Source: an optimization exercise on an open RTL-to-GDS flow (aim: small area, a short achievable clock period and few clock cycles). Production flows keep margins and buffers that such runs may drop. The RTL was checked by simulation tests, not by an equivalence proof against the original design. Power is estimated from default activity; no workload was simulated.

==> trial 59: inputs <==
## gc_controller_param
module gc_controller_param #(
    parameter int BLK_W         = 8,
    parameter int PAGES_PER_BLK = 64,
    parameter int FREE_HIGH     = 8,
    parameter int FREE_LOW      = 2
) (
    input  logic             CLK,
    input  logic             nRST,
    input  logic             gc_ini,
    input  logic             gc_start,
    input  logic             invalid_flag,
    input  logic [BLK_W-1:0] invalid_blk_num,
    input  logic             new_active_request,
    input  logic             move_done_flag,
    output logic             gc_request,
    output logic             gc_interrupt,
    output logic             req_done,
    output logic [BLK_W-1:0] erase_blk_num,
    output logic [BLK_W-1:0] active_blk_num,
    output logic             move_flag,
    output logic [BLK_W:0]   free_cnt,
    output logic             busy
);
Settings: LEC_CHECK=0, CAP_MARGIN=20, CELL_PAD_IN_SITES_DETAIL_PLACEMENT=1, CELL_PAD_IN_SITES_GLOBAL_PLACEMENT=2, CORE_MARGIN=2, CORE_UTILIZATION=22, PLACE_DENSITY=0.4, SETUP_SLACK_MARGIN=5, SLEW_MARGIN=20, TNS_END_PERCENT=20; clock period 10.0 ns.
run.sh (not shown) runs the stock make flow with config.mk's settings and CLKGATE_MAP_FILE= SYNTH_SCRIPT=/design/flow/synth_recipe.tcl, a recipe that flattens the netlist after the stock synthesis.
==> build 33 (differences from trial 59) <==
--- a/flow/design.v
+++ b/flow/design.v
@@ -103,12 +103,19 @@
         for (int i = NUM_BLK - 1; i >= 0; i--) begin
             if (alive_q[i]) pick_a = BLK_W'(i);
             if (alive_q[i] && bit_hi[i]) pick_b = BLK_W'(i);
         end
         pick_blk = any_hi ? pick_b : pick_a;
     end
+    logic [BLK_W-1:0] fifo_head;
+    always_comb begin
+        fifo_head = '0;
+        for (int i = 0; i < NUM_BLK; i++) begin
+            fifo_head = fifo_head | ({BLK_W{rd_ptr_q == BLK_W'(i)}} & fifo_q[i]);
+        end
+    end
     always_comb begin
         state_d     = state_q;
         idx_d       = idx_q;
         step_d      = step_q;
         rd_ptr_d    = rd_ptr_q;
         wr_ptr_d    = wr_ptr_q;
@@ -186,13 +193,13 @@
                 default: begin
                     state_d = ST_UNINIT;
                 end
             endcase
         end
         if (pop_en) begin
-            active_d = fifo_q[rd_ptr_q];
+            active_d = fifo_head;
             rd_ptr_d = rd_ptr_q + ONE_BLK;
         end
         if (push_q && !gc_ini) begin
             wr_ptr_d = wr_ptr_q + ONE_BLK;
         end
         if (pop_en && !push_q) begin
Settings changed: CORE_UTILIZATION 22 to 25, PLACE_DENSITY 0.4 to 0.45.
==> build 26 (differences from trial 59) <==
--- a/flow/design.v
+++ b/flow/design.v
@@ -53,16 +53,14 @@
     logic             req_done_q, req_done_d;
     logic             move_flag_q, move_flag_d;
     logic             busy_q, busy_d;
     logic             live_q, live_d;           
     logic             pop_ok_q, pop_ok_d;       
     logic             init_q, init_d;           
-    logic             idxnz_q, idxnz_d;         
-    logic             done_q, done_d;           
-    logic             clr_q;                    
-    logic             push_q;                   
+    logic             clr_q, clr_d;             
+    logic             push_q, push_d;           
     logic [PC_W-1:0]  inv_cnt_q [NUM_BLK];
     logic             closed_q  [NUM_BLK];
     logic             closed_d  [NUM_BLK];
     logic [BLK_W-1:0] fifo_q    [NUM_BLK];
     logic [NUM_BLK-1:0] alive_q, alive_d;
     logic             inc_v_q;
@@ -115,13 +113,13 @@
         free_cnt_d  = free_cnt_q;
         active_d    = active_q;
         erase_blk_d = erase_blk_q;
         max_d       = max_q;
         erase_d     = erase_q;
         alive_d     = alive_q;
-        load_alive  = (state_q != ST_SEARCH);
+        load_alive  = 1'b0;
         close_en = pop_ok_q && new_active_request;
         pop_en   = close_en && !gc_ini;
         clr_blk  = init_q ? idx_q : erase_blk_q;
         if (gc_ini) begin
             state_d    = ST_INIT;
             idx_d      = '0;
@@ -139,20 +137,15 @@
                         state_d  = ST_READY;
                         active_d = '0;
                     end
                 end
                 ST_READY: begin
                     if (gc_start && gc_request_q) begin
-                        state_d = ST_SEARCH;
-                        if (!inc_v_q && !invalid_flag && !close_en) begin
-                            load_alive            = 1'b0;
-                            alive_d               = alive_nxt;
-                            max_d[PC_W-1]         = any_hi;
-                            max_d[PC_W-2]         = any_lo;
-                            step_d                = NSTEP'(2);
-                        end
+                        state_d    = ST_SEARCH;
+                        step_d     = NSTEP'(1);
+                        load_alive = 1'b1;
                     end
                 end
                 ST_SEARCH: begin
                     if (!inc_v_q) begin
                         alive_d = alive_nxt;
                         for (int s = 0; s < NSTEP; s++) begin
@@ -161,13 +154,12 @@
                                 if (PC_W-2-2*s >= 0)
                                     max_d[(PC_W-2-2*s >= 0) ? PC_W-2-2*s : 0] = any_lo;
                             end
                         end
                         step_d = {step_q[NSTEP-2:0], 1'b0};
                         if (step_q[NSTEP-1]) begin
-                            step_d = NSTEP'(1);
                             erase_blk_d = pick_blk;
                             erase_d     = (max_q[PC_W-1:1] != '0) || any_hi;
                             if (max_q[PC_W-1] || ((max_q[PC_W-1:1] == '0) && !any_hi)) begin
                                 state_d = ST_DONE;
                             end else begin
                                 state_d = ST_MOVE;
@@ -218,20 +210,20 @@
         req_done_d     = (state_d == ST_DONE);
         move_flag_d    = (state_d == ST_MOVE);
         busy_d         = (state_d != ST_UNINIT) && (state_d != ST_READY);
         live_d   = (state_d != ST_UNINIT) && (state_d != ST_INIT);
         pop_ok_d = live_d && nz_d;
         init_d   = (state_d == ST_INIT);
-        idxnz_d  = (idx_d != '0);
-        done_d   = (state_d == ST_DONE);
+        clr_d    = init_d || ((state_d == ST_DONE) && erase_d);
+        push_d   = clr_d && !(init_d && (idx_d == '0));
     end
     always_ff @(posedge CLK) begin
         if (!nRST) begin
             state_q        <= ST_UNINIT;
             idx_q          <= '0;
-            step_q         <= NSTEP'(1);
+            step_q         <= '0;
             rd_ptr_q       <= '0;
             wr_ptr_q       <= '0;
             free_cnt_q     <= '0;
             active_q       <= '0;
             erase_blk_q    <= '0;
             max_q          <= '0;
@@ -241,14 +233,14 @@
             req_done_q     <= 1'b0;
             move_flag_q    <= 1'b0;
             busy_q         <= 1'b0;
             live_q         <= 1'b0;
             pop_ok_q       <= 1'b0;
             init_q         <= 1'b0;
-            idxnz_q        <= 1'b0;
-            done_q         <= 1'b0;
+            clr_q          <= 1'b0;
+            push_q         <= 1'b0;
             inc_v_q        <= 1'b0;
         end else begin
             state_q        <= state_d;
             idx_q          <= idx_d;
             step_q         <= step_d;
             rd_ptr_q       <= rd_ptr_d;
@@ -263,24 +255,22 @@
             req_done_q     <= req_done_d;
             move_flag_q    <= move_flag_d;
             busy_q         <= busy_d;
             live_q         <= live_d;
             pop_ok_q       <= pop_ok_d;
             init_q         <= init_d;
-            idxnz_q        <= idxnz_d;
-            done_q         <= done_d;
+            clr_q          <= clr_d;
+            push_q         <= push_d;
             inc_v_q        <= live_q && invalid_flag;
         end
     end
-    assign clr_q  = init_q || (done_q && erase_q);
-    assign push_q = (init_q && idxnz_q) || (done_q && erase_q);
     always_comb begin
         for (int i = 0; i < NUM_BLK; i++) begin
             closed_d[i] = closed_q[i];
             if (close_en && (active_q == BLK_W'(i))) closed_d[i] = 1'b1;
-            if (clr_q && (cnt_wa == BLK_W'(i)))     closed_d[i] = 1'b0;   
+            if (clr_q && (clr_blk == BLK_W'(i)))    closed_d[i] = 1'b0;
         end
     end
     always_comb begin
         cnt_we = clr_q || inc_v_q;
         cnt_wa = clr_q ? clr_blk : inc_b_q;
         if (clr_q) begin
Settings changed: CORE_UTILIZATION 22 to 25, PLACE_DENSITY 0.4 to 0.45.
==> comparison <==
- Trial 59 finished clean. Build 26 finished with max-slew violations left. Build 33 failed in global routing.
- Between build 26 and trial 59, the lower fmax is in build 26 (gap 3.7%, measured against trial 59).
- In trial 59 the combinational power is larger than in build 26, by about 26%.
- Against build 26, the worst hold slack of trial 59 is worse by 0.0094 ns.
- Against trial 59, the sequential cell count of build 26 is higher by 1.
- In build 26 the non-clock buffer count is lower than in trial 59, by 38.
- Sequential power is about the same in build 26 and trial 59.
==> figures <==
	build 33	build 26	trial 59
Result of the run	stopped before the end	finished with violations	complete, no violations
Stage where the flow stopped	global routing	-	-
Layout check failures	-	max-slew violations	-
DRC errors left	-	0	0
Taps Inserted	-	10170	11560
Power per Cell Area	-	177.7 nW/µm²	180.3 nW/µm²
Layout inverter count without the clock tree	-	249	324
P_int	-	0.03252 W	0.03334 W
First-pass iteration count of the detailed router	-	8	8
Reg2reg end	-	alive_q[254]$_DFFE_PP_	alive_q[214]$_DFFE_PP_
Largest power group	-	sequential cells	the clock network
Synth-to-Final Area Change	-	28.01%	30.29%
Part of the Yosys area used for sequential elements	0.6934	0.6774	0.6755
Total Wirelength	-	1962000 µm	2087000 µm
Post-route ant nets	-	0	0
Testbench counts of trial 59, summed over its fixed seeds: cycles 171,993.
Testbench counts of build 33, summed over its fixed seeds: cycles 171,993.
Testbench counts of build 26, summed over its fixed seeds: cycles 173,992.

## what the ideal ports hide
No port has a modelled driver above. Below, the same layouts with a new extraction and two added sets of constraints. Step 1 assumes that a clkbuf_16 drives the clock port and a buf_2 every other input. Step 2 times the ports against the registers' clock, not the clock port: input delays grow and output delays shrink by t, the midpoint of the rising clock arrivals with the driver on. Slacks: no drivers / after step 1 / after step 2; pairs: no drivers / after step 1.
run | t, ns | setup WS [ns] | slew at the worst register clock pin (ns) | pins driven straight from the clock port
trial 59 | 1.292 | 3.856 / 3.856 / 3.233 | 0.08 / 0.08 | 1
build 26 | 1.279 | 3.622 / 3.622 / 3.047 | 0.07 / 0.07 | 1
For trial 59, which loses most, drivers alone change the setup slack by 0.000 ns; drivers and shift together by -0.623 ns.
